Background: an optimization exercise with open tools, aiming at small area and a short achievable clock period. Do not read the settings as production practice. In this exercise RTL edits were held to simulation tests only and were not proved equivalent to the original. Power figures rest on the tool's default switching activity, not on a simulated workload.

File: config.mk
export PLATFORM = sky130hd
export DESIGN_NAME = wasm_ctrl_top
export DESIGN_NICKNAME = wasm_ctrl_top
export VERILOG_FILES = /design/flow/design.v
export SDC_FILE = /design/flow/constraint.sdc
export NUM_CORES = 4
export LEC_CHECK = 0
export ABC_AREA = 1
export CAP_MARGIN = 20
export CORE_MARGIN = 2
export CORE_UTILIZATION = 60
export CTS_BUF_LIST = sky130_fd_sc_hd__clkbuf_8
export CTS_CLUSTER_DIAMETER = 50
export CTS_CLUSTER_SIZE = 12
export GPL_ROUTABILITY_DRIVEN = 0
export PLACE_DENSITY = 0.75
export SETUP_SLACK_MARGIN = 2.25
export SLEW_MARGIN = 20
File: constraint.sdc
create_clock -name core_clock -period 8.0 [get_ports {clk}]
set_input_delay 1.6000 -clock core_clock [delete_from_list [all_inputs] [get_ports {clk}]]
set_output_delay 1.6000 -clock core_clock [all_outputs]
set_load 0.01 [all_outputs]
File: design.v
package wasm_pkg;
    localparam int addr_w       = 12;
    localparam int window_bytes = 8;
    localparam int func_max     = 16;
    localparam int stack_depth  = 8;
    localparam int func_idx_w   = $clog2(func_max);
    localparam int ret_ptr_w    = $clog2(stack_depth) + 1;
    localparam logic [63:0] wasm_magic_version = 64'h0000_0001_6d73_6100;
    localparam logic [7:0] sec_type  = 8'h01;
    localparam logic [7:0] sec_start = 8'h08;
    localparam logic [7:0] sec_code  = 8'h0a;
    localparam logic [7:0] op_unreachable = 8'h00;
    localparam logic [7:0] op_nop         = 8'h01;
    localparam logic [7:0] op_end         = 8'h0b;
    localparam logic [7:0] op_call        = 8'h10;
    localparam logic [7:0] op_drop        = 8'h1a;
    localparam logic [7:0] op_local_get   = 8'h20;
    localparam logic [7:0] op_local_set   = 8'h21;
    localparam logic [7:0] op_local_tee   = 8'h22;
    localparam logic [7:0] op_i32_const   = 8'h41;
    localparam logic [7:0] op_i32_eqz     = 8'h45;
    localparam logic [7:0] op_i32_eq      = 8'h46;
    localparam logic [7:0] op_i32_ne      = 8'h47;
    localparam logic [7:0] op_i32_lt_s    = 8'h48;
    localparam logic [7:0] op_i32_lt_u    = 8'h49;
    localparam logic [7:0] op_i32_gt_s    = 8'h4a;
    localparam logic [7:0] op_i32_gt_u    = 8'h4b;
    localparam logic [7:0] op_i32_le_s    = 8'h4c;
    localparam logic [7:0] op_i32_le_u    = 8'h4d;
    localparam logic [7:0] op_i32_ge_s    = 8'h4e;
    localparam logic [7:0] op_i32_ge_u    = 8'h4f;
    localparam logic [7:0] op_i32_add     = 8'h6a;
    localparam logic [7:0] op_i32_sub     = 8'h6b;
    localparam logic [7:0] op_i32_and     = 8'h71;
    localparam logic [7:0] op_i32_or      = 8'h72;
    localparam logic [7:0] op_i32_shl     = 8'h74;
    localparam logic [7:0] op_i32_shr_s   = 8'h75;
    localparam logic [7:0] op_i32_shr_u   = 8'h76;
    localparam logic [7:0] op_i32_rotl    = 8'h77;
    localparam logic [7:0] op_i32_rotr    = 8'h78;
    typedef enum logic [4:0] {
        alu_add  = 5'd0,
        alu_sub  = 5'd1,
        alu_and  = 5'd2,
        alu_or   = 5'd3,
        alu_eqz  = 5'd5,  
        alu_eq   = 5'd6,
        alu_lt_u = 5'd7,
        alu_gt_u = 5'd8,
        alu_le_u = 5'd9,
        alu_ge_u = 5'd10,
        alu_lt_s = 5'd11,
        alu_gt_s = 5'd12,
        alu_le_s = 5'd13,
        alu_ge_s = 5'd14,
        alu_ne   = 5'd15,
        alu_shl  = 5'd16,
        alu_shrs = 5'd17,
        alu_shru = 5'd18,
        alu_rotl = 5'd19,
        alu_rotr = 5'd20
    } alu_op_e;
    typedef enum logic [1:0] {
        src_alu   = 2'b00,
        src_imm   = 2'b10,
        src_local = 2'b11
    } push_src_e;
    typedef struct packed {
        logic       push_num;
        logic [3:0] pop_num;
        push_src_e  push_src;
        alu_op_e    alu_op;
    } stack_ctrl_t;
    typedef struct packed {
        logic [3:0] param_num;
        logic       result_num;
    } sig_t;
    typedef struct packed {
        logic [addr_w-1:0] entry_addr;
        logic [7:0]        local_size;
    } func_entry_t;
    typedef struct packed {
        sig_t              sig;
        logic [7:0]        local_size;
        logic [addr_w-1:0] ret_addr;
    } call_frame_t;
endpackage
`timescale 1ns/1ns
import wasm_pkg::*;
module entry_table #(
    parameter int width = 5
) (
    input  logic                  clk,
    input  logic                  wr_en,
    input  logic [func_idx_w-1:0] wr_idx,
    input  logic [width-1:0]      wr_data,
    input  logic [func_idx_w-1:0] rd_idx,
    output logic [width-1:0]      rd_data
);
    logic [width-1:0] mem [func_max];
    always_ff @(posedge clk) begin
        if (wr_en) begin
            mem[wr_idx] <= wr_data;
        end
    end
    logic [width-1:0] grp [func_max/4];
    always_comb begin
        rd_data = '0;
        for (int g = 0; g < func_max / 4; g++) begin
            case (rd_idx[1:0])
                2'd0:    grp[g] = mem[4*g];
                2'd1:    grp[g] = mem[4*g+1];
                2'd2:    grp[g] = mem[4*g+2];
                default: grp[g] = mem[4*g+3];
            endcase
            rd_data = rd_data | (grp[g] & {width{rd_idx[3:2] == 2'(g)}});
        end
    end
endmodule
`timescale 1ns/1ns
import wasm_pkg::*;
module opcode_decode (
    input  logic [7:0]            opcode,
    output wasm_pkg::stack_ctrl_t ctrl,
    output logic                  has_leb  
);
    always_comb begin
        ctrl    = '0;
        has_leb = 1'b0;
        case (opcode)
            op_drop: ctrl.pop_num = 4'd1;
            op_i32_eqz: begin
                ctrl.pop_num  = 4'd1;
                ctrl.push_num = 1'b1;
                ctrl.alu_op   = alu_eqz;
            end
            op_i32_const: begin
                ctrl.push_num = 1'b1;
                ctrl.push_src = src_imm;
                has_leb       = 1'b1;
            end
            op_local_get: begin
                ctrl.push_num = 1'b1;
                ctrl.push_src = src_local;
                has_leb       = 1'b1;
            end
            op_local_set: begin
                ctrl.pop_num = 4'd1;
                has_leb      = 1'b1;
            end
            op_local_tee: has_leb = 1'b1;
            op_i32_eq:    begin ctrl.pop_num = 4'd2; ctrl.push_num = 1'b1; ctrl.alu_op = alu_eq;   end
            op_i32_ne:    begin ctrl.pop_num = 4'd2; ctrl.push_num = 1'b1; ctrl.alu_op = alu_ne;   end
            op_i32_lt_s:  begin ctrl.pop_num = 4'd2; ctrl.push_num = 1'b1; ctrl.alu_op = alu_lt_s; end
            op_i32_lt_u:  begin ctrl.pop_num = 4'd2; ctrl.push_num = 1'b1; ctrl.alu_op = alu_lt_u; end
            op_i32_gt_s:  begin ctrl.pop_num = 4'd2; ctrl.push_num = 1'b1; ctrl.alu_op = alu_gt_s; end
            op_i32_gt_u:  begin ctrl.pop_num = 4'd2; ctrl.push_num = 1'b1; ctrl.alu_op = alu_gt_u; end
            op_i32_le_s:  begin ctrl.pop_num = 4'd2; ctrl.push_num = 1'b1; ctrl.alu_op = alu_le_s; end
            op_i32_le_u:  begin ctrl.pop_num = 4'd2; ctrl.push_num = 1'b1; ctrl.alu_op = alu_le_u; end
            op_i32_ge_s:  begin ctrl.pop_num = 4'd2; ctrl.push_num = 1'b1; ctrl.alu_op = alu_ge_s; end
            op_i32_ge_u:  begin ctrl.pop_num = 4'd2; ctrl.push_num = 1'b1; ctrl.alu_op = alu_ge_u; end
            op_i32_add:   begin ctrl.pop_num = 4'd2; ctrl.push_num = 1'b1; ctrl.alu_op = alu_add;  end
            op_i32_sub:   begin ctrl.pop_num = 4'd2; ctrl.push_num = 1'b1; ctrl.alu_op = alu_sub;  end
            op_i32_and:   begin ctrl.pop_num = 4'd2; ctrl.push_num = 1'b1; ctrl.alu_op = alu_and;  end
            op_i32_or:    begin ctrl.pop_num = 4'd2; ctrl.push_num = 1'b1; ctrl.alu_op = alu_or;   end
            op_i32_shl:   begin ctrl.pop_num = 4'd2; ctrl.push_num = 1'b1; ctrl.alu_op = alu_shl;  end
            op_i32_shr_s: begin ctrl.pop_num = 4'd2; ctrl.push_num = 1'b1; ctrl.alu_op = alu_shrs; end
            op_i32_shr_u: begin ctrl.pop_num = 4'd2; ctrl.push_num = 1'b1; ctrl.alu_op = alu_shru; end
            op_i32_rotl:  begin ctrl.pop_num = 4'd2; ctrl.push_num = 1'b1; ctrl.alu_op = alu_rotl; end
            op_i32_rotr:  begin ctrl.pop_num = 4'd2; ctrl.push_num = 1'b1; ctrl.alu_op = alu_rotr; end
            default: ;
        endcase
    end
endmodule
`timescale 1ns/1ns
import wasm_pkg::*;
module return_stack (
    input  logic              clk,
    input  logic              rst_n,
    input  logic              push,
    input  logic [addr_w-1:0] push_addr,
    input  logic              pop,
    output logic [addr_w-1:0] top_addr,
    output logic              last_frame
);
    logic [addr_w-1:0]    stk [stack_depth];
    logic [ret_ptr_w-1:0] depth;
    always_ff @(posedge clk or negedge rst_n) begin
        if (!rst_n) begin
            depth <= '0;
        end else if (push) begin
            depth <= depth + 1'b1;
        end else if (pop) begin
            depth <= depth - 1'b1;
        end
    end
    always_ff @(posedge clk) begin
        if (push) begin
            stk[depth[ret_ptr_w-2:0]] <= push_addr;
        end
    end
    logic [ret_ptr_w-2:0] top;
    logic [addr_w-1:0]    half [2];
    assign top = (ret_ptr_w-1)'(depth - 1'b1);
    always_comb begin
        top_addr = '0;
        for (int h = 0; h < 2; h++) begin
            case (top[1:0])
                2'd0:    half[h] = stk[4*h];
                2'd1:    half[h] = stk[4*h+1];
                2'd2:    half[h] = stk[4*h+2];
                default: half[h] = stk[4*h+3];
            endcase
            top_addr = top_addr | (half[h] & {addr_w{top[2] == 1'(h)}});
        end
    end
    assign last_frame = (depth == ret_ptr_w'(1));  
endmodule
`timescale 1ns/1ns
import wasm_pkg::*;
module wasm_ctrl_top (
    input  logic                      clk,
    input  logic                      rst_n,
    input  logic [addr_w-1:0]         read_pointer,
    input  logic [window_bytes*8-1:0] window,
    output logic [7:0]                advance,
    output logic                      jump_en,
    output logic [addr_w-1:0]         jump_addr,
    output logic [11:0]               stack_ctrl,  
    output logic [31:0]               imm,
    output logic                      call_en,
    output logic [24:0]               call_frame,  
    output logic                      ret_en,
    output logic                      finish,
    output logic                      instr_error
);
    logic s_header, s_sec_head, s_skip;
    logic s_size_t, s_size_s, s_size_c, s_vec_t, s_vec_s, s_vec_c;
    logic s_par, s_res, s_code_len, s_code_decl, s_loc, s_run;
    logic s_leb;  
    logic                  finish_q;
    logic                  error_q;
    logic [func_idx_w-1:0] vec_cnt;
    logic [func_idx_w-1:0] vec_last;
    logic [func_idx_w-1:0] start_idx;
    logic [func_idx_w:0]   sig_hwm;    
    logic [addr_w-1:0]     body_end;
    logic [7:0]            decl_left;
    logic                  locals_done;  
    logic [7:0]            local_acc;
    logic [7:0] b0, b1;
    assign b0 = window[7:0];
    assign b1 = window[15:8];
    logic        c0, c01, c012, c0123;
    logic [2:0]  hd_cnt;      
    logic [2:0]  hd_cnt_p1;   
    logic [11:0] hd_val;
    assign c0    = window[7];
    assign c01   = c0 & window[15];
    assign c012  = c01 & window[23];
    assign c0123 = c012 & window[31];
    assign hd_cnt    = {c012, c0 & !c012, !c0 | (c01 & !c012) | c0123};
    assign hd_cnt_p1 = {c01, !c01 | c0123, (c0 & !c01) | (c012 & !c0123)};
    assign hd_val    = {c0 ? b1[4:0] : 5'd0, b0[6:0]};
    logic       d1, d12, d123, d1234;
    logic [2:0] op_len;      
    assign d1    = window[15];
    assign d12   = d1 & window[23];
    assign d123  = d12 & window[31];
    assign d1234 = d123 & window[39];
    assign op_len = {d12, !d12 | d1234, (d1 & !d12) | (d123 & !d1234)};
    assign imm = {d1234 ? window[43:40] : 4'd0,
                  d123  ? window[38:32] : 7'd0,
                  d12   ? window[30:24] : 7'd0,
                  d1    ? window[22:16] : 7'd0,
                  window[14:8]};
    logic [11:0] leb_end;  
    assign leb_end = read_pointer + hd_val + {9'd0, hd_cnt};
    logic [7:0] opcode;
    assign opcode = b0;
    logic       op_is_call, op_is_end, op_is_unr, op_has_leb;
    wasm_pkg::stack_ctrl_t dec_ctrl;
    assign op_is_call = (opcode == op_call);
    assign op_is_end  = (opcode == op_end);
    assign op_is_unr  = (opcode == op_unreachable);
    opcode_decode u_dec (.opcode(opcode), .ctrl(dec_ctrl), .has_leb(op_has_leb));
    logic magic, vec_at_last;
    assign magic       = (window == wasm_magic_version);
    assign vec_at_last = (vec_cnt == vec_last);
    logic [func_idx_w-1:0] rd_idx;
    assign rd_idx = s_run ? window[11:8] : start_idx;
    function automatic logic gt4(input logic [3:0] a, input logic [3:0] b);  
        gt4 = (a[3] & !b[3]) |
              (!(a[3] ^ b[3]) & a[2] & !b[2]) |
              (!(a[3] ^ b[3]) & !(a[2] ^ b[2]) & a[1] & !b[1]) |
              (!(a[3] ^ b[3]) & !(a[2] ^ b[2]) & !(a[1] ^ b[1]) & a[0] & !b[0]);
    endfunction
    logic [4:0]  sig_rd;
    logic [19:0] ent_rd;
    logic        sig_ok, ent_ok;
    assign ent_ok = !gt4(rd_idx, vec_last);
    assign sig_ok = sig_hwm[func_idx_w] | gt4(sig_hwm[func_idx_w-1:0], rd_idx);
    entry_table #(.width(4)) par_tab (
        .clk, .wr_en(s_par), .wr_idx(vec_cnt), .wr_data(window[11:8]),
        .rd_idx, .rd_data(sig_rd[4:1])
    );
    entry_table #(.width(1)) res_tab (
        .clk, .wr_en(s_res), .wr_idx(vec_cnt), .wr_data(window[0]),
        .rd_idx, .rd_data(sig_rd[0])
    );
    entry_table #(.width(20)) ent_tab (
        .clk, .wr_en(s_loc & locals_done), .wr_idx(vec_cnt), .wr_data({read_pointer, local_acc}),
        .rd_idx, .rd_data(ent_rd)
    );
    logic [addr_w-1:0] ret_top;
    logic              ret_last;
    logic [addr_w-1:0] ret_sum, ret_addr;
    logic [3:0] ret_lo;
    logic [8:0] rp_hi_inc;
    assign ret_lo    = {1'b0, read_pointer[2:0]} + {1'b0, op_len};
    assign rp_hi_inc = read_pointer[11:3] + 9'd1;
    assign ret_sum   = {(rp_hi_inc & {9{ret_lo[3]}}) | (read_pointer[11:3] & {9{!ret_lo[3]}}),
                        ret_lo[2:0]};
    assign ret_addr = s_run ? ret_sum : '0;  
    return_stack u_ret (
        .clk, .rst_n, .push(call_en), .push_addr(ret_addr), .pop(ret_en),
        .top_addr(ret_top), .last_frame(ret_last)
    );
    logic launch, bypass;
    assign launch = s_loc & locals_done & vec_at_last;
    assign bypass = (start_idx == vec_cnt);
    always_comb begin
        advance = 8'd0;
        if (s_leb)                advance = {5'd0, hd_cnt};
        if (s_loc)                advance = {5'd0, hd_cnt_p1};
        if (s_sec_head)           advance = 8'd1;
        if (s_header && magic)    advance = 8'd8;
        if (s_par)                advance = b1 + 8'd2;
        if (s_res)                advance = b0 + 8'd1;
        if (s_run)                advance = op_has_leb ? {5'd0, op_len} : 8'd1;
    end
    assign jump_en = s_skip | (s_loc & locals_done) | (s_run & (op_is_call | (op_is_end & !ret_last)));
    assign call_en = launch | (s_run & op_is_call);
    assign ret_en  = s_run & op_is_end & !ret_last;
    logic [addr_w-1:0] ent_addr;
    assign ent_addr = ent_ok ? ent_rd[19:8] : '0;
    always_comb begin
        if (s_skip)                      jump_addr = leb_end;
        else if (s_loc && !vec_at_last)  jump_addr = body_end;
        else if (s_loc && bypass)        jump_addr = read_pointer;
        else if (s_run && !window[4])    jump_addr = ret_top;  
        else                             jump_addr = ent_addr;
    end
    logic [7:0] frame_ls;
    assign frame_ls = (s_loc && bypass) ? local_acc : (ent_ok ? ent_rd[7:0] : 8'd0);
    assign call_frame = {sig_ok ? sig_rd : 5'd0, frame_ls, ret_addr};
    assign stack_ctrl  = s_run ? dec_ctrl : '0;
    assign finish      = finish_q;
    assign instr_error = error_q;
    logic known_t, known_s, known_c;
    assign known_t = (b0 == sec_type);
    assign known_s = (b0 == sec_start);
    assign known_c = (b0 == sec_code);
    logic n_size_t, n_size_s, n_size_c, n_vec_t, n_vec_s, n_vec_c, n_code_len, n_code_decl;
    assign n_size_t    = s_sec_head & known_t;
    assign n_size_s    = s_sec_head & known_s;
    assign n_size_c    = s_sec_head & known_c;
    assign n_vec_t     = s_size_t;
    assign n_vec_s     = s_size_s;
    assign n_vec_c     = s_size_c;
    assign n_code_len  = s_vec_c | (s_loc & locals_done & !vec_at_last);
    assign n_code_decl = s_code_len;
    always_ff @(posedge clk or negedge rst_n) begin
        if (!rst_n) begin
            s_header    <= 1'b1;
            s_sec_head  <= 1'b0;
            s_skip      <= 1'b0;
            s_size_t    <= 1'b0;
            s_size_s    <= 1'b0;
            s_size_c    <= 1'b0;
            s_vec_t     <= 1'b0;
            s_vec_s     <= 1'b0;
            s_vec_c     <= 1'b0;
            s_par       <= 1'b0;
            s_res       <= 1'b0;
            s_code_len  <= 1'b0;
            s_code_decl <= 1'b0;
            s_loc       <= 1'b0;
            s_run       <= 1'b0;
            s_leb       <= 1'b0;
            finish_q    <= 1'b0;
            error_q     <= 1'b0;
            start_idx   <= '0;
            sig_hwm     <= '0;
        end else begin
            s_header    <= 1'b0;
            s_sec_head  <= (s_header & magic) | s_skip | s_vec_s | (s_res & vec_at_last);
            s_skip      <= s_sec_head & !(known_t | known_s | known_c);
            s_size_t    <= n_size_t;
            s_size_s    <= n_size_s;
            s_size_c    <= n_size_c;
            s_vec_t     <= n_vec_t;
            s_vec_s     <= n_vec_s;
            s_vec_c     <= n_vec_c;
            s_par       <= s_vec_t | (s_res & !vec_at_last);
            s_res       <= s_par;
            s_code_len  <= n_code_len;
            s_code_decl <= n_code_decl;
            s_loc       <= s_code_decl | (s_loc & !locals_done);
            s_run       <= launch | (s_run & !op_is_unr & !(op_is_end & ret_last));
            s_leb       <= n_size_t | n_size_s | n_size_c | n_vec_t | n_vec_s | n_vec_c |
                           n_code_len | n_code_decl;
            if (s_header && !magic) error_q <= 1'b1;
            if (s_run && op_is_unr) begin
                error_q  <= 1'b1;
                finish_q <= 1'b1;
            end
            if (s_run && op_is_end && ret_last) finish_q <= 1'b1;
            if (s_vec_s) start_idx <= b0[3:0];
            if (s_res && {1'b0, vec_cnt} == sig_hwm) sig_hwm <= sig_hwm + 1'b1;
        end
    end
    always_ff @(posedge clk) begin
        if (s_vec_t || s_vec_s || s_vec_c) begin
            vec_cnt  <= '0;
            vec_last <= b0[3:0] - 4'd1;
        end else if (s_res || (s_loc && locals_done)) begin
            vec_cnt <= vec_cnt + 1'b1;
        end
        if (s_code_len) begin
            body_end  <= leb_end;
            local_acc <= '0;
        end else if (s_loc && !locals_done) begin
            local_acc <= local_acc + hd_val[7:0];
        end
        if (s_code_decl) begin
            decl_left   <= hd_val[7:0];
            locals_done <= (hd_val[7:0] == 8'd0);
        end else if (s_loc && !locals_done) begin
            decl_left   <= decl_left - 8'd1;
            locals_done <= (decl_left == 8'd1);
        end
    end
endmodule
File: flow/run.sh
#!/bin/bash
set -euo pipefail
export BUFFER_PORTS_ARGS="-buffer_cell sky130_fd_sc_hd__buf_2"
bash standard.sh > standard_flow.log 2>&1
File: standard.sh
#!/bin/bash
# synth_recipe.tcl (not shown) runs the flow's synth.tcl, then flattens the netlist and writes it again
# the make line also repeats each setting of config.mk as NAME=value (left out here)
make -C /OpenROAD-flow-scripts/flow DESIGN_CONFIG=/design/flow/config.mk WORK_HOME=/design/flow/orfs CLKGATE_MAP_FILE= SYNTH_SCRIPT=/design/flow/synth_recipe.tcl "${@:-finish}"
==> results of run 1 <==
==> synthesized netlist by cell type, drive strengths merged <==
cell | n | area (um2)
buf | 67 | 406.6
a31oi | 9 | 56.30
o21ai | 127 | 643.1
o41ai | 1 | 8.760
o31ai | 5 | 37.54
clkinv | 2 | 7.510
dfstp | 1 | 26.28
inv | 186 | 698.2
dlygate4sd1 | 2 | 17.52
a311oi | 1 | 8.760
ha | 50 | 625.6
nand2 | 671 | 2536
o2111ai | 2 | 17.52
nor4 | 12 | 75.07
o211ai | 17 | 127.6
nor3b | 1 | 7.510
a211oi | 5 | 37.54
o21a | 4 | 30.03
a21oi | 99 | 514.2
xor2 | 24 | 210.2
nand3 | 146 | 730.7
a22o | 22 | 192.7
a41oi | 2 | 17.52
nor2 | 183 | 740.7
nand3b | 8 | 60.06
conb | 1 | 3.750
a21boi | 1 | 7.510
o311ai | 1 | 8.760
or2 | 19 | 118.9
xnor2 | 8 | 70.07
a22oi | 3 | 22.52
edfxtp | 521 | 15650
nand4 | 84 | 525.5
o21bai | 1 | 7.510
a21o | 3 | 22.52
o22ai | 4 | 25.02
fa | 6 | 120.1
a221oi | 1 | 8.760
dfxtp | 12 | 240.2
dfrtp | 30 | 750.7
nor3 | 23 | 115.1
o221ai | 2 | 17.52
clkbuf | 42 | 157.7
==> report_power, final <==
| part | switching (W) | leakage (nW) | internal (W) |
|---|---|---|---|
| clock network | 0.000965 | 0.598 | 0.000732 |
| logic | 0.00125 | 5.45 | 0.000576 |
| registers | 0.000166 | 5.18 | 0.00341 |
==> worst min path at each step <==
stage / start / to
2_1_floorplan: s_size_t / s_vec_t
3_3_place_gp: s_size_t / s_vec_t
3_5_place_dp: s_size_t / s_vec_t
4_1_cts: s_size_t / s_vec_t
5_1_grt: s_size_t / s_vec_t
6_report: s_size_t / s_vec_t
==> layer usage <==
metal / GRT usage (%) / up-vias
li1: - / 8729
met1: 44.50 / 9209
met2: 50.59 / 1251
met3: 5.962 / 185
met4: 11.12 / 0
met5: 0 / -
==> worst max-delay path: stages <==
cell and delay (ns):
buf_8 0.14, inv_4 0.07, nor2_4 0.04, fa_1 0.54
ha_2 0.19, inv_2 0.05, fa_2 0.36, o21ai_4 0.19
a21oi_2 0.07, nor2_1 0.11, nor2_1 0.07, xnor2_1 0.19
nor2_1 0.10, a21oi_2 0.18, buf_2 0.17
==> timing repair <==
item,CTS,global route
gates cloned,6,2
buffers inserted,6,24
endpoints found under the hold margin,0,0
setup endpoints to repair,36,28
pin swaps,8,20
hold buffers,0,0
gates resized for setup,40,40
==> logic make-up (layout without fill, tap and decap cells) <==
group                    after synthesis  in the layout  synth area share [%]
AO/OA/AOI/OAI                        310            310                 7.049
XOR/XNOR                              32             32                 1.091
adder cells (fa/ha/maj)               56             56                 2.902
buffers and inverters                299            520                 5.010
flip-flops                           564            564                 64.83
other                                  1              4               0.01459
AND/OR/NAND/NOR                     1147           1154                 19.10
==> state kept, by name, summed over array words and instances, names as in the netlist, 4 cells and up <==
register,flops
vec_cnt,4
body_end,12
par_tab.mem,64
res_tab.mem,16
sig_hwm,5
decl_left,8
u_ret.depth,4
u_ret.stk,96
local_acc,8
vec_last,4
start_idx,4
ent_tab.mem,320
==> stage by stage <==
| stage | util (%) | worst slack (ns) | std cells |
|---|---|---|---|
| 2_1_floorplan | - | 2.410 | 2411 |
| 4_1_cts | 67.06 | 2.226 | 3152 |
| 3_3_place_gp | 64.17 | 1.512 | 3049 |
| 6_report | 67.95 | 2.332 | 3179 |
| 5_1_grt | 67.94 | 2.203 | 3178 |
| 3_5_place_dp | 64.17 | 1.380 | 3049 |
==> area by class of cell <==
type	instances	area, um2	share of cell area (%)
repair buffers	241	1500	5.240
clock buffers	58	798.3	2.788
inverters	188	715.7	2.500
multi-input cells	1555	8085	28.24
diodes	1	2.502	0.008740
well taps	539	674.4	2.356
flip-flops and latches	564	16660	58.20
clock inverters	33	191.4	0.6686
==> impl_metrics.env, run 1 <==
export IMPL_reg2reg_slack_ns=4.74
export IMPL_syn2layout_area_growth_pct=11.40
export IMPL_path_max_fanout=13
export IMPL_syn_cell_area_um2=25700
export IMPL_grt_pass1_wl_mm=105.7
export IMPL_hold_ws_ns=0.3807
export IMPL_cp_start_kind="primary input"
export IMPL_final_hold_viol_count=0
export IMPL_min_period_ns=5.668
export IMPL_place_area_um2=27040
export IMPL_r2r_start="vec_cnt[2]"
export IMPL_vias=19374
export IMPL_final_nets=2739
export IMPL_final_common_cell="nand2_1"
export IMPL_crit_start="window[7]"
export IMPL_synth_seq_area_share_pct=64.83
export IMPL_final_antenna_net_count=0
export IMPL_power_density_nw_per_um2=248.1
export IMPL_fillers=3109
export IMPL_clock_sinks=564
export IMPL_power_total_w=0.007103
export IMPL_r2r_end="u_ret.stk[1][3]"
export IMPL_vias_per_cell=6.094
export IMPL_leakagePower_nw=11.22
export IMPL_start_util_pct=61.00
export IMPL_detailed_place_hpwl_mm=43.93
export IMPL_fin_worst_skew_ns=0.02755
export IMPL_maxSlewHeadroom_pct=24.42
export IMPL_fin_crit_sh_pct=70.85
export IMPL_dr_wl_met3_mm=8.583
export IMPL_worst_pin_slew_ns=1.134
export IMPL_htree_levels=2
export IMPL_netlist_instances=2409
export IMPL_die_x_um=211.0
export IMPL_die_area_um2=44510
export IMPL_clock_latency_ns=0.68
export IMPL_avgSynthCellArea_um2=10.67
export IMPL_path_clk_slew_ns=0.08
export IMPL_reg2reg_depth=8
export IMPL_grt_max_degree=41
export IMPL_final_cell_mix="nand2_1 (657), edfxtp_1 (521), inv_1 (206)"
export IMPL_report_final_slew_viol_count=0
export IMPL_critPathArrivalTime_ns=4.07
export IMPL_antenna_found_initial=0
export IMPL_min_path_cells=0
export IMPL_drcViolationCount=0
export IMPL_min_path_type="reg -> reg"
export IMPL_path_class="in -> out"
export IMPL_worstPathRequired_ns=6.40
export IMPL_met1_length_mm=27.41
export IMPL_max_clock_path_buffers=3
export IMPL_drt_wirelength_per_cell_um=22.37
export IMPL_drt_wl_total_mm=71.11
export IMPL_wl_met2_mm=32.56
export IMPL_grt_usage_pct=31.81
export IMPL_cts_tree="built"
export IMPL_synth_seq_cells=564
export IMPL_finalSetupViolCount=0
export IMPL_io_pins=172
export IMPL_stdcell_area_um2=28630
export IMPL_grt_overflow_total=0
export IMPL_numPortBuffers=169
export IMPL_max_cap_violations=0
export IMPL_grt_setup_unrepaired="true"
export IMPL_fmax_mhz=176.4
export IMPL_max_vdd_ir_drop_v=0.0001447
export IMPL_drt_iter0_markers=2179
export IMPL_cts_root_buf="clkbuf_8"
export IMPL_grt_pass1_vias=18489
export IMPL_status="no timing/DRC/antenna violations"
export IMPL_dr_pass1_iters=8
export IMPL_critPathCapture="jump_addr[7]"
export IMPL_rows=75
export IMPL_setup_tns_final_ns=0
export IMPL_die_h_um=211.0
export IMPL_synthDistinctLibCells=56
export IMPL_worst_setup_path_end_kind="output pin"
export IMPL_drive_gt1_share_pct=15.35
export IMPL_numCtsBuffers=55
export IMPL_ys_warn_count=10
export IMPL_core_um2=42130
export IMPL_topRoutingLayerUsed="met4"
==> run 2: changes to the inputs <==
--- a/config.mk
+++ b/config.mk
@@ -13,6 +13,5 @@
 export CTS_CLUSTER_DIAMETER = 50
 export CTS_CLUSTER_SIZE = 12
 export GPL_ROUTABILITY_DRIVEN = 0
-export PLACE_DENSITY = 0.75
 export SETUP_SLACK_MARGIN = 2.25
 export SLEW_MARGIN = 20
==> impl_metrics.env, run 2 <==
export IMPL_status="no timing/DRC/antenna violations"
export IMPL_synth_flop_cell="edfxtp_1"
export IMPL_power_total_w=0.007173
export IMPL_detailed_place_hpwl_mm=45.99
export IMPL_fmax_mhz=176.6
export IMPL_path_class="in -> out"
export IMPL_cp_start_kind="primary input"
export IMPL_vias_per_cell=6.001
export IMPL_worst_pin_slew_ns=1.140
export IMPL_min_path_cells=0
export IMPL_final_common_cell="nand2_1"
export IMPL_clock_sinks=564
export IMPL_setup_tns_final_ns=0
export IMPL_drt_wirelength_per_cell_um=23.24
export IMPL_synthArstFlopShare_pct=5.496
export IMPL_min_path_type="reg -> reg"
export IMPL_fin_worst_skew_ns=0.01777
export IMPL_dpl_cell_count=3051
export IMPL_report_final_slew_viol_count=0
export IMPL_rows=75
export IMPL_post_place_ws_ns=1.492
export IMPL_yosysTopAreaCell="edfxtp_1"
export IMPL_regMostFlops="ent_tab.mem"
export IMPL_ys_warn_count=10
export IMPL_finalSetupViolCount=0
export IMPL_maxSlewHeadroom_pct=23.97
export IMPL_drcViolationCount=0
export IMPL_final_hold_viol_count=0
export IMPL_final_antenna_net_count=0
export IMPL_yosysMostFrequentCell="nand2_1"
export IMPL_netlist_instances=2409
export IMPL_max_cap_violations=0
export IMPL_fillers=3328
export IMPL_cts_tree="built"
export IMPL_grt_pass1_vias=18243
export IMPL_drive_gt1_share_pct=15.21
export IMPL_clock_latency_ns=0.69
export IMPL_grt_usage_pct=33.59
export IMPL_stdcell_area_um2=28610
export IMPL_final_cell_mix="nand2_1 (658), edfxtp_1 (521), inv_1 (214)"
export IMPL_die_area_um2=44510
export IMPL_fin_crit_sh_pct=70.78
export IMPL_drt_iter0_markers=2116
export IMPL_path_clk_slew_ns=0.08
export IMPL_synth_seq_cells=564
export IMPL_dr_pass1_iters=6
export IMPL_antenna_found_initial=1
export IMPL_grt_setup_unrepaired="true"
export IMPL_min_period_ns=5.663
export IMPL_avgSynthCellArea_um2=10.67
export IMPL_syn2layout_area_growth_pct=11.32
export IMPL_setup_ws_ns=2.337
export IMPL_die_h_um=211.0
export IMPL_io_pins=172
export IMPL_synth_seq_area_share_pct=64.83
export IMPL_instances_no_fill=3184
export IMPL_multi_input_area_um2=8033
export IMPL_syn_cell_area_um2=25700
export IMPL_critPathArrivalTime_ns=4.06
export IMPL_max_vdd_ir_drop_v=0.0002037
export IMPL_reg2reg_depth=3
export IMPL_ys_top_cells_by_count="nand2_1 (666), edfxtp_1 (521), inv_1 (183)"
export IMPL_numPortBuffers=169
export IMPL_worstPathRequired_ns=6.40
export IMPL_cts_root_buf="clkbuf_8"
export IMPL_vias=19108
export IMPL_numCtsBuffers=57
export IMPL_die_x_um=211.0
export IMPL_worst_setup_path_end_kind="output pin"
export IMPL_leakagePower_nw=11.26
export IMPL_synthDistinctLibCells=56
export IMPL_synth_top_area_share_pct=60.87
export IMPL_grt_max_degree=41
export IMPL_reg2reg_slack_ns=4.94
export IMPL_grt_overflow_total=0
export IMPL_core_um2=42130
export IMPL_power_density_nw_per_um2=250.7
export IMPL_path_max_fanout=4
export IMPL_final_nets=2728
export IMPL_htree_levels=2
export IMPL_netlist_top_cells_area="edfxtp_1 (61%), nand2_1 (9.7%), dfrtp_1 (2.9%), nand3_1 (2.8%), inv_1 (2.7%)"
export IMPL_synth_edf_count=521
export IMPL_regArea_um2=16660
export IMPL_drt_wl_total_mm=74.00
export IMPL_whs_endpoint="s_vec_t"
export IMPL_place_area_um2=27030
export IMPL_r2r_start="s_loc"
export IMPL_r2r_end="ent_tab.mem[8][10]"
export IMPL_hp_start="s_size_t"
export IMPL_grt_pass1_wl_mm=110.0
export IMPL_start_util_pct=61.00
export IMPL_max_clock_path_buffers=3
export IMPL_largest_reg_flops=320
run 2: cell counts after synthesis:
No cell type changed its count.
run 2: stage by stage:
step                hold WS [ns]  utilization [%]
global placement          0.3582            64.16
CTS                       0.3747            67.34
global route              0.3907            67.90
detailed placement        0.3660            64.16
floorplan                 0.3540                -
finish                    0.3818            67.91
run 2: area by class of cell:
type / count / share of cell area (%)
Antenna cell: 2 / 0.01749
Clock buffer: 60 / 2.886
Clock inverter: 48 / 0.9752
Inverter: 188 / 2.528
Multi-Input combinational cell: 1551 / 28.08
Sequential cell: 564 / 58.24
Tap cell: 539 / 2.357
Timing Repair Buffer: 232 / 4.924
run 2: worst max-delay path: stages:
cell and delay [ns]:
buf_8 0.09, nand2_8 0.07, inv_8 0.06, nor2_4 0.03, fa_1 0.52, ha_2 0.22
inv_2 0.06, fa_2 0.40, o21ai_4 0.20, a21oi_2 0.08, nor2_1 0.10, nor2_1 0.06
xnor2_1 0.21, nor2_1 0.10, a21oi_2 0.11, buf_2 0.13
run 2: logic make-up (layout without fill, tap and decap cells):
family,count (synthesis),in the layout,share of synthesized area [%]
compound gates,310,310,7.049
other cells,1,5,0.01459
buf+inv,299,528,5.010
fa+ha+maj,56,56,2.902
flops,564,564,64.83
simple gates,1147,1150,19.10
xor+xnor,32,32,1.091
run 2: worst max-delay path by stage:
| stage | from | end | cells after the start |
|---|---|---|---|
| after floorplan | window[7] | jump_addr[11] | 14 |
| after global placement | window[15] | jump_addr[11] | 17 |
| after detailed placement | window[15] | call_frame[10] | 19 |
| after CTS | window[11] | jump_addr[8] | 17 |
| after global routing | window[23] | jump_addr[7] | 16 |
| final | window[23] | jump_addr[7] | 16 |
run 2: timing repair:
item	in CTS	in global routing
gates resized for setup	34	42
cloned	4	0
setup endpoints to repair	35	27
buffers inserted	7	12
pin swaps	8	16
hold buffers	0	0
run 2: power breakdown:
part | internal [W] | switching [W] | total (W)
Sequential | 0.00341 | 0.000177 | 0.00359
Combinational | 0.000563 | 0.00123 | 0.00180
Clock | 0.000774 | 0.00101 | 0.00178
run 2: per-layer routing:
metal	GRT usage [%]	share of wire (%)	up-vias
li1	-	-	8724
met2	54.61	47	997
met5	0	0	-
met4	13.28	4.0	0
met1	46.01	40	9231
met3	5.174	9.2	156
==> run 3: changes to the inputs <==
==> config.mk (replaced) <==
export PLATFORM = sky130hd
export DESIGN_NAME = wasm_ctrl_top
export DESIGN_NICKNAME = wasm_ctrl_top
export VERILOG_FILES = /design/flow/design.v
export SDC_FILE = /design/flow/constraint.sdc
export NUM_CORES = 4
export LEC_CHECK = 0
export CAP_MARGIN = 20
export CORE_MARGIN = 2
export CORE_UTILIZATION = 60
export CTS_BUF_LIST = sky130_fd_sc_hd__clkbuf_8
export CTS_CLUSTER_DIAMETER = 50
export CTS_CLUSTER_SIZE = 12
export SETUP_SLACK_MARGIN = 2.0
export SLEW_MARGIN = 20
==> impl_metrics.env, run 3 <==
export IMPL_io_pins=172
export IMPL_numCtsBuffers=58
export IMPL_leakagePower_nw=10.06
export IMPL_worst_setup_path_end_kind="output pin"
export IMPL_setup_tns_final_ns=0
export IMPL_final_common_cell="edfxtp_1"
export IMPL_grtUsageMet2_pct=51.79
export IMPL_clock_sinks=564
export IMPL_synth_edf_count=521
export IMPL_cts_root_buf="clkbuf_8"
export IMPL_final_cell_mix="edfxtp_1 (521), nand2_1 (254), buf_2 (163)"
export IMPL_crit_chain="buf_2 -> nand2b_4 -> a21boi_4 -> inv_1 -> fa_2 -> ha_2 -> inv_1 -> fa_2 -> nor2b_2 -> o21ai_2 -> a21oi_2 -> o41a_1 -> a31oi_1 -> xor2_1 -> a2bb2oi_2 -> buf_2"
export IMPL_grtUsageMet1_pct=44.44
export IMPL_grt_usage_pct=32.14
export IMPL_min_period_ns=5.964
export IMPL_ys_warn_count=10
export IMPL_netlist_instances=1928
export IMPL_numPortBuffers=169
export IMPL_grt_overflow_total=0
export IMPL_yosysTopAreaCell="edfxtp_1"
export IMPL_grtUsageMet3_pct=6.402
export IMPL_vias_per_cell=6.478
export IMPL_critPathArrivalTime_ns=4.36
export IMPL_avgSynthCellArea_um2=13.10
export IMPL_yosys_area_share_simple_pct=11.32
export IMPL_maxSlewHeadroom_pct=30.17
export IMPL_setup_ws_ns=2.036
export IMPL_synth_top_area_share_pct=61.97
export IMPL_htree_levels=2
export IMPL_fillers=3068
export IMPL_fin_worst_skew_ns=0.02405
export IMPL_drt_wirelength_per_cell_um=26.33
export IMPL_path_buf_inv=4
export IMPL_cts_tree="built"
export IMPL_place_congestion=0.8880
export IMPL_worstPathRequired_ns=6.40
export IMPL_finalSetupViolCount=0
export IMPL_post_place_ws_ns=1.559
export IMPL_final_nets=2224
export IMPL_multi_input_area_um2=7945
export IMPL_largest_reg_flops=320
export IMPL_grt_pass1_vias=16658
export IMPL_dr_pass1_iters=5
export IMPL_path_class="in -> out"
export IMPL_final_antenna_net_count=0
export IMPL_max_vdd_ir_drop_v=0.0001792
export IMPL_max_stage_delay_ns=0.41
export IMPL_core_um2=41760
export IMPL_rows=75
export IMPL_synth_top_family_by_area="compound AO/OA/AOI/OAI gates"
export IMPL_synthAdderAreaFrac_pct=2.954
export IMPL_path_max_fanout=6
export IMPL_path_clk_slew_ns=0.07
export IMPL_path_delay_family="compound AO/OA/AOI/OAI gates"
export IMPL_synthDistinctLibCells=90
export IMPL_synth_xor_xnor_area_share_pct=2.151
export IMPL_regMostFlops="ent_tab.mem"
export IMPL_netlist_top_cells_area="edfxtp_1 (62%), nand2_1 (3.8%), o221ai_1 (3.4%), dfrtp_1 (3.0%), ha_1 (2.5%)"
export IMPL_drt_wl_total_mm=70.15
export IMPL_crit_start="window[31]"
export IMPL_synth_seq_cells=564
export IMPL_die_x_um=209.1
export IMPL_antenna_found_initial=1
export IMPL_detailed_place_hpwl_mm=41.98
export IMPL_grt_max_degree=106
export IMPL_synth_flop_cell="edfxtp_1"
export IMPL_reg2reg_depth=9
export IMPL_reg2reg_slack_ns=4.57
export IMPL_drcViolationCount=0
export IMPL_grt_pass1_wl_mm=103.5
export IMPL_regArea_um2=16660
export IMPL_critPathSlowestCell="o41a_1"
export IMPL_r2r_start="s_run"
export IMPL_worst_pin_slew_ns=1.047
export IMPL_power_density_nw_per_um2=220.8
export IMPL_final_hold_viol_count=0
export IMPL_yosysMostFrequentCell="edfxtp_1"
export IMPL_top_usage_layer="met2"
export IMPL_synthMuxAreaShare_pct=2.339
export IMPL_max_clock_path_buffers=3
export IMPL_cp_start_kind="primary input"
export IMPL_fmax_mhz=167.7
export IMPL_synthArstFlopShare_pct=5.496
export IMPL_syn_cell_area_um2=25250
export IMPL_critPathCapture="jump_addr[11]"
export IMPL_syn2layout_area_growth_pct=10.58
export IMPL_synth_seq_area_share_pct=65.99
export IMPL_max_cap_violations=0
export IMPL_r2r_end="u_ret.stk[7][3]"
export IMPL_vias=17258
export IMPL_drt_iter0_markers=1934
export IMPL_die_h_um=209.1
export IMPL_drive_gt1_share_pct=18.82
export IMPL_start_util_pct=60.46
export IMPL_status="no timing/DRC/antenna violations"
export IMPL_die_area_um2=43740
export IMPL_clock_latency_ns=0.69
export IMPL_hold_ws_ns=0.3835
export IMPL_ys_top_cells_by_count="edfxtp_1 (521), nand2_1 (254), nor2_1 (128)"
export IMPL_synth_compound_area_share_pct=11.81
export IMPL_min_path_type="reg -> reg"
export IMPL_diodes=0
export IMPL_fin_crit_sh_pct=74.55
export IMPL_grt_setup_unrepaired="true"
export IMPL_cp_depth=16
export IMPL_report_final_slew_viol_count=0
run 3: changes by cell type after synthesis, moves of 22 or more:
cell	previous run	this run
nand2_1	666	254
inv_1	183	52
nand3_1	146	24
o221ai_1	2	97
nand4_1	84	10
a31oi_1	9	74
o21ai_0	107	47
nor2_1	175	128
a21oi_1	94	56
and3_1	0	38
xnor2_1	8	35
mux2i_1	0	23
and2_1	0	22
run 3: cells by family (layout without fill, tap and decap cells):
group / after synthesis / in the layout
AOI/OAI and AO/OA: 409 / 410
xor gates and xnor gates: 62 / 62
adders and majority gates: 56 / 56
buffers and inverters: 191 / 384
DFF: 564 / 564
muxes: 43 / 44
other: 1 / 3
and+or+nand+nor: 602 / 602
run 3: final cells by class:
| cell class | instances | area share, % |
|---|---|---|
| multi-input combinational | 1177 | 28.46 |
| inverter | 55 | 0.7529 |
| tap | 539 | 2.416 |
| clock buffer | 60 | 2.958 |
| sequential | 564 | 59.68 |
| timing repair buffer | 234 | 5.033 |
| clock inverter | 35 | 0.6991 |
run 3: what timing repair did:
action / in CTS / in global routing
buffers inserted: 3 / 8
gates cloned: 2 / 0
endpoints found under the hold margin: 0 / 0
hold buffers: 0 / 0
pin swaps: 2 / 11
gates resized for setup: 20 / 33
setup endpoints to repair: 29 / 20
run 3: worst min path at each step:
stage / start / endpoint / slack (ns) / depth (start not counted)
2_1_floorplan: s_par / s_res / 0.35 / 0
3_3_place_gp: s_size_s / s_vec_s / 0.36 / 0
3_5_place_dp: s_size_c / s_vec_c / 0.36 / 0
4_1_cts: s_size_c / s_vec_c / 0.38 / 0
5_1_grt: s_size_c / s_vec_c / 0.40 / 0
6_report: s_size_c / s_vec_c / 0.38 / 0
run 3: stage by stage:
stage / cells / instance area (um2) / utilization (%) / total power [W]
after floorplan: 1930 / 25260 / - / 0.004075
after global placement: 2556 / 26600 / 63.69 / 0.004445
after detailed placement: 2556 / 26600 / 63.69 / 0.004466
after CTS: 2656 / 27730 / 66.40 / 0.006158
after global routing: 2664 / 27920 / 66.86 / 0.006384
final: 2664 / 27920 / 66.86 / 0.006164
run 3: power breakdown:
part / internal (W) / switching (W)
Combinational: 0.000348 / 0.000635
Clock: 0.000707 / 0.00101
Sequential: 0.00336 / 0.000106
Total: 0.00441 / 0.00175
run 3: metal layers:
| layer | share of wire, % | vias to the layer above | wire, um |
|---|---|---|---|
| li1 | - | 7685 | - |
| met4 | 3.2 | 2 | 2239 |
| met5 | 0.016 | - | 11 |
| met3 | 9.4 | 148 | 6598 |
| met2 | 47 | 869 | 33280 |
| met1 | 40 | 8554 | 28020 |
==> run 4: changes to the inputs <==
==> flow/run.sh (replaced) <==
#!/bin/bash
set -euo pipefail
export BUFFER_PORTS_ARGS="-buffer_cell sky130_fd_sc_hd__buf_1"
bash standard.sh > standard_flow.log 2>&1
==> config.mk (replaced) <==
export PLATFORM = sky130hd
export DESIGN_NAME = wasm_ctrl_top
export DESIGN_NICKNAME = wasm_ctrl_top
export VERILOG_FILES = /design/flow/design.v
export SDC_FILE = /design/flow/constraint.sdc
export NUM_CORES = 4
export LEC_CHECK = 0
export ABC_AREA = 1
export CAP_MARGIN = 20
export CORE_MARGIN = 2
export CORE_UTILIZATION = 60
export CTS_BUF_LIST = sky130_fd_sc_hd__clkbuf_4 sky130_fd_sc_hd__clkbuf_8
export CTS_CLUSTER_DIAMETER = 45
export CTS_CLUSTER_SIZE = 10
export GPL_ROUTABILITY_DRIVEN = 0
export SETUP_SLACK_MARGIN = 2.25
export SLEW_MARGIN = 20
==> impl_metrics.env, run 4 <==
export IMPL_status="no timing/DRC/antenna violations"
export IMPL_drive_gt1_share_pct=11.05
export IMPL_drcViolationCount=0
export IMPL_worst_pin_slew_ns=1.155
export IMPL_core_um2=42130
export IMPL_whs_endpoint="s_vec_t"
export IMPL_diodes=0
export IMPL_max_stage_delay_ns=0.43
export IMPL_worst_setup_path_end_kind="output pin"
export IMPL_crit_chain="buf_2 -> o21ai_2 -> nor2_2 -> buf_4 -> o21ai_0 -> inv_1 -> nand2_1 -> nand4_1 -> nand2_1 -> nand2_1 -> nand2_1 -> nand2_1 -> nand2_1 -> nand2_1 -> buf_1"
export IMPL_r2r_end="decl_left[0]"
export IMPL_fmax_mhz=177.2
export IMPL_drt_iter0_markers=2163
export IMPL_cts_root_buf="clkbuf_8"
export IMPL_finalSetupViolCount=0
export IMPL_synth_seq_cells=564
export IMPL_dpl_cell_count=3065
export IMPL_grt_overflow_total=0
export IMPL_hold_ws_ns=0.3824
export IMPL_grt_max_degree=54
export IMPL_synth_flop_cell="edfxtp_1"
export IMPL_antenna_found_initial=1
export IMPL_drt_wl_total_mm=74.63
export IMPL_synth_edf_count=521
export IMPL_report_final_slew_viol_count=0
export IMPL_max_clock_path_buffers=3
export IMPL_netlist_instances=2409
export IMPL_rows=75
export IMPL_grt_usage_pct=33.98
export IMPL_critPathSlowestCell="buf_4"
export IMPL_reg2reg_depth=4
export IMPL_worstPathRequired_ns=6.40
export IMPL_min_period_ns=5.643
export IMPL_synthArstFlopShare_pct=5.496
export IMPL_syn2layout_area_growth_pct=11.62
export IMPL_synth_seq_area_share_pct=64.83
export IMPL_synth_top_area_share_pct=60.87
export IMPL_numCtsBuffers=70
export IMPL_start_util_pct=61.00
export IMPL_vias_per_cell=6.049
export IMPL_max_vdd_ir_drop_v=0.0001805
export IMPL_grt_pass1_wl_mm=111.0
export IMPL_die_x_um=211.0
export IMPL_io_pins=172
export IMPL_yosysTopAreaCell="edfxtp_1"
export IMPL_final_nets=2751
export IMPL_setup_tns_final_ns=0
export IMPL_numPortBuffers=169
export IMPL_power_density_nw_per_um2=261.2
export IMPL_holdBufCountCts=0
export IMPL_drt_wirelength_per_cell_um=23.39
export IMPL_ys_warn_count=10
export IMPL_cp_start_kind="primary input"
export IMPL_detailed_place_hpwl_mm=47.01
export IMPL_grt_setup_unrepaired="true"
export IMPL_die_h_um=211.0
export IMPL_netlist_top_cells_area="edfxtp_1 (61%), nand2_1 (9.7%), dfrtp_1 (2.9%), nand3_1 (2.8%), inv_1 (2.7%)"
export IMPL_min_path_type="reg -> reg"
export IMPL_clock_latency_ns=0.66
export IMPL_final_cell_mix="nand2_1 (659), edfxtp_1 (521), inv_1 (179)"
export IMPL_synthDistinctLibCells=56
export IMPL_path_class="in -> out"
export IMPL_max_cap_violations=0
export IMPL_setup_ws_ns=2.357
export IMPL_avgSynthCellArea_um2=10.67
export IMPL_critPathArrivalTime_ns=4.04
export IMPL_reg2reg_slack_ns=5.19
export IMPL_final_antenna_net_count=0
export IMPL_ys_top_cells_by_count="nand2_1 (666), edfxtp_1 (521), inv_1 (183)"
export IMPL_final_common_cell="nand2_1"
export IMPL_regMostFlops="ent_tab.mem"
export IMPL_hp_start="s_size_t"
export IMPL_fin_worst_skew_ns=0.02808
export IMPL_syn_cell_area_um2=25700
export IMPL_path_clk_slew_ns=0.07
export IMPL_leakagePower_nw=10.81
export IMPL_cp_common_cell="nand2_1"
export IMPL_min_path_cells=0
export IMPL_post_place_ws_ns=1.168
export IMPL_r2r_start="s_loc"
export IMPL_grt_pass1_vias=18402
export IMPL_final_hold_viol_count=0
export IMPL_yosysMostFrequentCell="nand2_1"
export IMPL_fin_crit_sh_pct=70.54
export IMPL_path_max_fanout=20
export IMPL_maxSlewHeadroom_pct=23.03
export IMPL_htree_levels=3
export IMPL_die_area_um2=44510
export IMPL_clock_sinks=564
export IMPL_instances_no_fill=3191
export IMPL_finish_utilization_pct=68.09
export IMPL_dr_pass1_iters=6
export IMPL_vias=19302
export IMPL_largest_reg_flops=320
export IMPL_cts_tree="built"
-- run 4: cell count changes after synthesis, moves of 22 or more --
| cell | previous run | this run |
|---|---|---|
| nand2_1 | 254 | 666 |
| xnor2_1 | 35 | 8 |
| nand3_1 | 24 | 146 |
| nand4_1 | 10 | 84 |
| a31oi_1 | 74 | 9 |
| o221ai_1 | 97 | 2 |
| mux2i_1 | 23 | 0 |
| a21oi_1 | 56 | 94 |
| inv_1 | 52 | 183 |
| and2_1 | 22 | 0 |
| and3_1 | 38 | 0 |
| nor2_1 | 128 | 175 |
| o21ai_0 | 47 | 107 |
-- run 4: critical path: cells and delay by family --
family	cells	cell delay (ns)
compound gates	2	0.39
buf+inv	4	0.99
simple gates	9	1.06
-- run 4: layer usage --
| layer | track usage, % | vias up | share of wire (%) |
|---|---|---|---|
| li1 | - | 8750 | - |
| met1 | 45.43 | 9354 | 39 |
| met2 | 55.91 | 1030 | 48 |
| met3 | 5.293 | 166 | 8.6 |
| met4 | 14.57 | 2 | 4.0 |
| met5 | 0 | - | 0.017 |
-- run 4: worst max-delay path by stage --
stage,endpoint,slack [ns],from
floorplan,jump_addr[11],2.41,window[7]
global placement,jump_addr[11],1.39,window[15]
detailed placement,jump_addr[7],1.17,window[15]
CTS,jump_addr[7],2.22,window[15]
global route,jump_addr[7],2.19,window[15]
finish,jump_addr[4],2.36,window[10]
-- run 4: where the power goes --
part           internal [W]  total [W]  switching [W]
clock network       0.00109    0.00211        0.00102
registers           0.00342    0.00360       0.000183
logic              0.000539    0.00178        0.00124
total               0.00504    0.00749        0.00245
-- run 4: metrics by stage --
stage	total power, W	instance area, um2
floorplan	0.004727	25710
global placement	0.005326	26930
detailed placement	0.005361	26930
CTS	0.007489	28550
global route	0.007812	28690
finish	0.007492	28690
-- run 4: area by class of cell --
cell class              instances  area (um2)
clock buffers                  96        1190
clock inverters                11       173.9
fillers                      3196       13450
inverters                     188       714.4
multi-input cells            1552        8030
flip-flops and latches        564       16660
well taps                     539       674.4
repair buffers                241        1242
-- run 4: logic make-up (layout without fill, tap and decap cells) --
family	count (synthesis)	after routing	share of synthesized area (%)
xor gates and xnor gates	32	32	1.091
other	1	3	0.01459
AOI/OAI and AO/OA	310	310	7.049
and+or+nand+nor	1147	1151	19.10
buffers and inverters	299	536	5.010
DFF	564	564	64.83
adders and majority gates	56	56	2.902
-- run 4: timing repair --
| action | CTS | global route |
|---|---|---|
| buffers inserted | 9 | 5 |
| endpoints found under the setup margin | 40 | 19 |
| cloned | 4 | 0 |
| pin swaps | 8 | 8 |
| gates resized for setup | 53 | 39 |
==> run 5: changes to the inputs <==
==> flow/run.sh (replaced) <==
#!/bin/bash
# Layout flow: the standard synthesis, except that the technology mapping of the
# combinational logic uses ABC's area-oriented mapping (map -a) instead of the default
# delay-first mapping; registers are mapped exactly as in the standard synthesis. Then the standard flow's
# standard layout from floorplan on, with the port buffers made of plain buffers instead of the
# delay-cell buffers buffer_ports picks by default. Each tool logs to its own file here.
set -euo pipefail
rm -rf synth_scripts
cp -r "$FLOW_HOME/scripts" synth_scripts
cp flow/abc_area.script synth_scripts/abc_area.script
SCRIPTS_DIR="$PWD/synth_scripts" bash standard.sh synth > standard_synth.log 2>&1
export BUFFER_PORTS_ARGS="-buffer_cell sky130_fd_sc_hd__buf_2"
bash standard.sh > standard_flow.log 2>&1
==> flow/abc_area.script (new file) <==
strash
dch
map -a
topo
stime -c
buffer -c
upsize -c
dnsize -c
--- a/config.mk
+++ b/config.mk
@@ -9,9 +9,9 @@
 export CAP_MARGIN = 20
 export CORE_MARGIN = 2
 export CORE_UTILIZATION = 60
-export CTS_BUF_LIST = sky130_fd_sc_hd__clkbuf_4 sky130_fd_sc_hd__clkbuf_8
-export CTS_CLUSTER_DIAMETER = 45
-export CTS_CLUSTER_SIZE = 10
+export CTS_BUF_LIST = sky130_fd_sc_hd__clkbuf_8
+export CTS_CLUSTER_DIAMETER = 50
+export CTS_CLUSTER_SIZE = 12
 export GPL_ROUTABILITY_DRIVEN = 0
 export SETUP_SLACK_MARGIN = 2.25
 export SLEW_MARGIN = 20
==> impl_metrics.env, run 5 <==
export IMPL_grt_usage_pct=33.13
export IMPL_synthDistinctLibCells=51
export IMPL_dr_pass1_iters=6
export IMPL_numPortBuffers=169
export IMPL_clock_latency_ns=0.68
export IMPL_final_nets=2415
export IMPL_vias_per_cell=6.365
export IMPL_drcViolationCount=0
export IMPL_numCtsBuffers=55
export IMPL_cts_root_buf="clkbuf_8"
export IMPL_yosysMostFrequentCell="edfxtp_1"
export IMPL_synth_flop_cell="edfxtp_1"
export IMPL_post_place_ws_ns=1.362
export IMPL_regArea_um2=16670
export IMPL_netlist_instances=2024
export IMPL_final_common_cell="edfxtp_1"
export IMPL_whs_endpoint="s_vec_t"
export IMPL_max_cap_violations=0
export IMPL_fin_crit_sh_pct=76.69
export IMPL_setup_ws_ns=1.865
export IMPL_synth_seq_area_share_pct=67.73
export IMPL_final_hold_viol_count=0
export IMPL_synth_top_area_share_pct=63.60
export IMPL_fin_worst_skew_ns=0.04202
export IMPL_fillers=2981
export IMPL_worstPathRequired_ns=6.40
export IMPL_status="no timing/DRC/antenna violations"
export IMPL_min_path_type="reg -> reg"
export IMPL_synth_seq_cells=564
export IMPL_die_x_um=206.5
export IMPL_clock_sinks=564
export IMPL_syn_cell_area_um2=24600
export IMPL_maxSlewHeadroom_pct=24.06
export IMPL_start_util_pct=60.52
export IMPL_avgSynthCellArea_um2=12.15
export IMPL_report_final_slew_viol_count=0
export IMPL_die_h_um=206.5
export IMPL_grt_overflow_total=0
export IMPL_regMostFlops="ent_tab.mem"
export IMPL_r2r_start="vec_cnt[3]"
export IMPL_final_antenna_net_count=0
export IMPL_min_period_ns=6.135
export IMPL_holdBufCountCts=0
export IMPL_critPathArrivalTime_ns=4.54
export IMPL_rows=74
export IMPL_worst_pin_slew_ns=1.139
export IMPL_grt_max_degree=54
export IMPL_die_area_um2=42640
export IMPL_synth_top_family_by_area="compound AO/OA/AOI/OAI gates"
export IMPL_syn2layout_area_growth_pct=15.32
export IMPL_reg2reg_slack_ns=4.30
export IMPL_leakagePower_nw=10.35
export IMPL_cts_tree="built"
export IMPL_setup_tns_final_ns=0
export IMPL_vias=18089
export IMPL_synth_edf_count=521
export IMPL_power_density_nw_per_um2=250.5
export IMPL_finalSetupViolCount=0
export IMPL_core_um2=40650
export IMPL_drt_iter0_markers=1961
export IMPL_r2r_end="u_ret.stk[5][6]"
export IMPL_antenna_found_initial=0
export IMPL_worst_setup_path_end_kind="output pin"
export IMPL_final_cell_mix="edfxtp_1 (521), nand2_1 (268), nor2_1 (170)"
export IMPL_drive_gt1_share_pct=21.00
export IMPL_yosysTopAreaCell="edfxtp_1"
export IMPL_io_pins=172
export IMPL_drt_wirelength_per_cell_um=25.38
export IMPL_ys_warn_count=10
export IMPL_path_clk_slew_ns=0.08
export IMPL_multi_input_area_um2=7352
export IMPL_synth_xor_xnor_area_share_pct=1.033
export IMPL_yosys_area_share_simple_pct=10.52
export IMPL_hp_start="s_size_t"
export IMPL_grt_pass1_vias=17308
export IMPL_path_max_fanout=3
export IMPL_ys_top_cells_by_count="edfxtp_1 (521), nand2_1 (273), nor2_1 (198)"
export IMPL_max_clock_path_buffers=3
export IMPL_htree_levels=2
export IMPL_largest_reg_flops=320
export IMPL_min_path_cells=0
export IMPL_synthMuxAreaShare_pct=0
export IMPL_netlist_top_cells_area="edfxtp_1 (64%), nand2_1 (4.2%), a22oi_1 (3.1%), dfrtp_1 (3.1%), nor2_1 (3.0%)"
export IMPL_drt_wl_total_mm=72.12
export IMPL_path_class="in -> out"
export IMPL_synthAdderAreaFrac_pct=3.031
export IMPL_grt_setup_unrepaired="true"
export IMPL_grt_pass1_wl_mm=103.5
export IMPL_cp_start_kind="primary input"
export IMPL_synthArstFlopShare_pct=5.496
export IMPL_synth_compound_area_share_pct=13.32
export IMPL_detailed_place_hpwl_mm=43.17
export IMPL_fmax_mhz=163.0
export IMPL_max_vdd_ir_drop_v=0.0001646
export IMPL_reg2reg_depth=9
[run 5: cell count changes after synthesis, moves of 23 or more]
cell	change
nand3_1	-86
a22oi_1	+98
a31oi_1	+51
nand2_1	-393
a221oi_1	+30
nor2_1	+23
inv_1	-29
nand4_1	-66
[run 5: cell type report]
cell class                      count  area share, %
Sequential cell                   564          58.75
Multi-Input combinational cell   1208          25.92
Timing Repair Buffer              286          7.141
Clock buffer                       56          2.717
Inverter                          165          2.368
Tap cell                          532          2.346
Clock inverter                     29         0.7366
Timing Repair inverter              1        0.01764
Antenna cell                        1       0.008821
[run 5: stage by stage]
| stage | std cells | utilization [%] | cell area [um2] | total power [W] | hold WS, ns |
|---|---|---|---|---|---|
| floorplan | 2026 | - | 24630 | 0.004581 | 0.3519 |
| global placement | 2688 | 64.40 | 26180 | 0.005177 | 0.3605 |
| detailed placement | 2688 | 64.40 | 26180 | 0.005211 | 0.3727 |
| CTS | 2806 | 68.24 | 27740 | 0.006966 | 0.3901 |
| global route | 2841 | 69.79 | 28370 | 0.007385 | 0.3967 |
| finish | 2842 | 69.79 | 28370 | 0.007106 | 0.3909 |
[run 5: logic make-up after synthesis]
family	count (synthesis)
AO/OA/AOI/OAI	502
XOR/XNOR	29
adder cells (fa/ha/maj)	56
buffers and inverters	256
flip-flops	564
other	1
AND/OR/NAND/NOR	616
[run 5: what timing repair did]
action,4_1_cts,5_1_grt
gates resized for setup,77,77
endpoints found under the setup margin,35,21
pin swaps,21,25
cloned,3,5
setup buffers,30,30
[run 5: per-layer routing]
layer | wire length (um) | global-route usage, % | up-vias
met3 | 7101 | 4.715 | 189
li1 | - | - | 7993
met1 | 28650 | 46.37 | 8889
met4 | 2606 | 12.42 | 0
met5 | 0 | 0 | -
met2 | 33760 | 53.15 | 1018
[run 5: worst max-delay path by stage]
stage / start / endpoint / slack [ns] / cells after the start
floorplan: window[23] / jump_addr[11] / 2.25 / 20
global placement: window[15] / jump_addr[9] / 1.42 / 21
detailed placement: window[15] / jump_addr[9] / 1.36 / 21
CTS: window[15] / jump_addr[11] / 1.89 / 19
global route: window[15] / jump_addr[11] / 1.73 / 20
finish: window[15] / jump_addr[11] / 1.86 / 20
[run 5: critical path, cell delays in order]
cell and delay (ns):
buf_8 0.10, clkinvlp_4 0.09, buf_4 0.13, nor2_4 0.04, inv_2 0.09, nor2_4 0.05
fa_1 0.53, inv_1 0.07, fa_2 0.40, o21ai_2 0.17, a21oi_2 0.08, o21ai_2 0.17
nand2_1 0.08, nand2_1 0.10, a21oi_2 0.07, o21ai_2 0.14, xor2_1 0.20, nor2_1 0.08
a21oi_2 0.17, buf_2 0.16
[run 5: report_power, final]
part	leakage [nW]	switching, W	internal (W)
combinational	4.60	0.00120	0.000641
clock	0.576	0.000950	0.000742
sequential	5.18	0.000156	0.00341
total	10.4	0.00231	0.00480
==> run 6: changes to the inputs <==
==> flow/abc_area.script (replaced) <==
strash
dch
map -D 1100
topo
stime -c
buffer -c
upsize -c
dnsize -c
==> impl_metrics.env, run 6 <==
export IMPL_status="no timing/DRC/antenna violations"
export IMPL_antenna_found_initial=1
export IMPL_core_um2=40920
export IMPL_reg2reg_slack_ns=5.11
export IMPL_netlist_top_cells_area="edfxtp_1 (63%), nand2_1 (5.1%), a22oi_1 (3.0%), dfrtp_1 (3.0%), nor2_1 (2.7%)"
export IMPL_drt_wl_total_mm=72.08
export IMPL_clock_latency_ns=0.68
export IMPL_diodes=0
export IMPL_detailed_place_hpwl_mm=44.64
export IMPL_path_class="in -> out"
export IMPL_grt_pass1_wl_mm=107.1
export IMPL_final_common_cell="edfxtp_1"
export IMPL_fmax_mhz=171.4
export IMPL_r2r_end="u_ret.stk[7][9]"
export IMPL_avgSynthCellArea_um2=11.84
export IMPL_min_path_type="reg -> reg"
export IMPL_leakagePower_nw=10.33
export IMPL_place_area_um2=26430
export IMPL_synth_seq_area_share_pct=66.92
export IMPL_power_density_nw_per_um2=251.4
export IMPL_cts_root_buf="clkbuf_8"
export IMPL_crit_chain="buf_8 -> clkinvlp_4 -> nor2_4 -> nor2_4 -> fa_1 -> ha_2 -> inv_2 -> fa_2 -> inv_2 -> a21o_1 -> nand2_1 -> nand2_1 -> a21oi_2 -> xor2_1 -> nor2_1 -> a21oi_2 -> buf_2"
export IMPL_synth_edf_count=521
export IMPL_worst_pin_slew_ns=1.123
export IMPL_report_final_slew_viol_count=0
export IMPL_die_x_um=207.7
export IMPL_max_stage_delay_ns=0.49
export IMPL_whs_endpoint="s_vec_t"
export IMPL_regArea_um2=16660
export IMPL_drcViolationCount=0
export IMPL_finish_utilization_pct=68.70
export IMPL_worst_setup_path_end_kind="output pin"
export IMPL_syn_cell_area_um2=24900
export IMPL_min_path_cells=0
export IMPL_synthArstFlopShare_pct=5.496
export IMPL_setup_tns_final_ns=0
export IMPL_grt_usage_pct=32.99
export IMPL_finalSetupViolCount=0
export IMPL_largest_reg_flops=320
export IMPL_die_area_um2=43140
export IMPL_clock_sinks=564
export IMPL_grt_overflow_total=0
export IMPL_grt_pass1_vias=17806
export IMPL_worstPathRequired_ns=6.40
export IMPL_rows=74
export IMPL_netlist_instances=2103
export IMPL_reg2reg_depth=9
export IMPL_vias_per_cell=6.314
export IMPL_critPathSlowestCell="fa_1"
export IMPL_htree_levels=2
export IMPL_yosysTopAreaCell="edfxtp_1"
export IMPL_synth_top_area_share_pct=62.83
export IMPL_hp_start="s_size_t"
export IMPL_fin_worst_skew_ns=0.02213
export IMPL_fillers=3050
export IMPL_start_util_pct=60.84
export IMPL_max_clock_path_buffers=3
export IMPL_fin_crit_sh_pct=72.92
export IMPL_ys_warn_count=10
export IMPL_synth_flop_cell="edfxtp_1"
export IMPL_ys_top_cells_by_count="edfxtp_1 (521), nand2_1 (336), nor2_1 (181)"
export IMPL_final_hold_viol_count=0
export IMPL_grt_setup_unrepaired="true"
export IMPL_cts_tree="built"
export IMPL_stdcell_area_um2=28110
export IMPL_max_vdd_ir_drop_v=0.0002454
export IMPL_drt_iter0_markers=2075
export IMPL_drt_wirelength_per_cell_um=24.99
export IMPL_syn2layout_area_growth_pct=12.91
export IMPL_max_cap_violations=0
export IMPL_final_antenna_net_count=0
export IMPL_critPathArrivalTime_ns=4.23
export IMPL_io_pins=172
export IMPL_regMostFlops="ent_tab.mem"
export IMPL_drive_gt1_share_pct=18.11
export IMPL_numPortBuffers=169
export IMPL_yosysMostFrequentCell="edfxtp_1"
export IMPL_r2r_start="vec_cnt[3]"
export IMPL_grt_max_degree=85
export IMPL_holdBufCountCts=0
export IMPL_cp_start_kind="primary input"
export IMPL_final_cell_mix="edfxtp_1 (521), nand2_1 (332), buf_2 (166)"
export IMPL_die_h_um=207.7
export IMPL_numCtsBuffers=56
export IMPL_final_nets=2456
export IMPL_synthDistinctLibCells=60
export IMPL_path_clk_slew_ns=0.07
export IMPL_min_period_ns=5.833
export IMPL_synth_seq_cells=564
export IMPL_path_max_fanout=4
export IMPL_dr_pass1_iters=5
export IMPL_maxSlewHeadroom_pct=25.14
export IMPL_vias=18210
export IMPL_multi_input_area_um2=7550
[run 6: cell count changes after synthesis, moves of 8 or more]
cell      delta
o211ai_1     +9
nand3_1     +59
o22ai_1      -8
o21ai_1     +13
nand2_1     +63
nand4_1     +11
a22o_1       -9
buf_2       +10
a221oi_1    -10
nor2_1      -17
clkbuf_1    -10
a31oi_1     -33
[run 6: per-layer routing]
| metal | vias up | track usage [%] | routed length [um] |
|---|---|---|---|
| li1 | 8120 | - | - |
| met1 | 8850 | 46.24 | 28850 |
| met2 | 1055 | 53.34 | 33510 |
| met3 | 185 | 5.779 | 7235 |
| met4 | 0 | 10.25 | 2481 |
| met5 | - | 0 | 0 |
[run 6: critical path: cells and delay by family]
kind	cells	cell delay (ns)
adders and majority gates	3	1.06
buffers and inverters	5	0.50
AOI/OAI and AO/OA	3	0.37
xor gates and xnor gates	1	0.18
and+or+nand+nor	5	0.50
[run 6: per-stage QoR]
stage	setup slack (ns)	hold WS [ns]	power, W	instances
after floorplan	2.474	0.3540	0.004600	2105
after CTS	2.145	0.3793	0.007012	2863
final	2.167	0.3841	0.007068	2884
after global routing	2.051	0.3895	0.007359	2884
after global placement	1.623	0.3608	0.005206	2767
after detailed placement	1.502	0.3628	0.005236	2767
[run 6: worst max path at each step]
stage	depth (start not counted)	start	slack, ns	to
2_1_floorplan	16	window[15]	2.47	jump_addr[9]
3_3_place_gp	18	window[15]	1.62	jump_addr[9]
3_5_place_dp	18	window[15]	1.50	jump_addr[9]
4_1_cts	12	s_run	2.15	jump_addr[4]
5_1_grt	17	window[15]	2.05	jump_addr[9]
6_report	17	window[15]	2.17	jump_addr[9]
[run 6: power breakdown]
group,switching (W),leakage [nW],internal (W)
logic,0.00119,4.56,0.000553
clock network,0.000979,0.593,0.000806
registers,0.000124,5.18,0.00341
total,0.00230,10.3,0.00477
[run 6: repair_timing]
action	in CTS	in global routing
setup endpoints to repair	33	26
pin swaps	7	19
gates cloned	2	0
resized for setup	50	52
setup buffers	6	21
[run 6: cell type report]
type	instances	share of cell area (%)
multi-input cells	1291	26.85
repair buffers	251	5.594
clock inverters	29	0.8233
flip-flops and latches	564	59.27
clock buffers	59	2.888
inverters	158	2.207
well taps	532	2.368
[run 6: kinds of logic (layout without fill, tap and decap cells)]
kind of cell	after synthesis	in the layout	synth area share [%]
AO/OA/AOI/OAI	473	473	12.29
flip-flops	564	564	66.92
AND/OR/NAND/NOR	727	729	12.40
adder cells (fa/ha/maj)	56	56	2.995
buffers and inverters	252	497	4.322
XOR/XNOR	30	30	1.055
other	1	3	0.01506

Setup slack of run 6, layout unchanged: 2.167 ns with ideal ports, 2.114 ns with driving cells assumed (clock clkbuf_16, inputs buf_2), 2.114 ns with port delays also shifted by the 0.716 ns mid clock arrival.
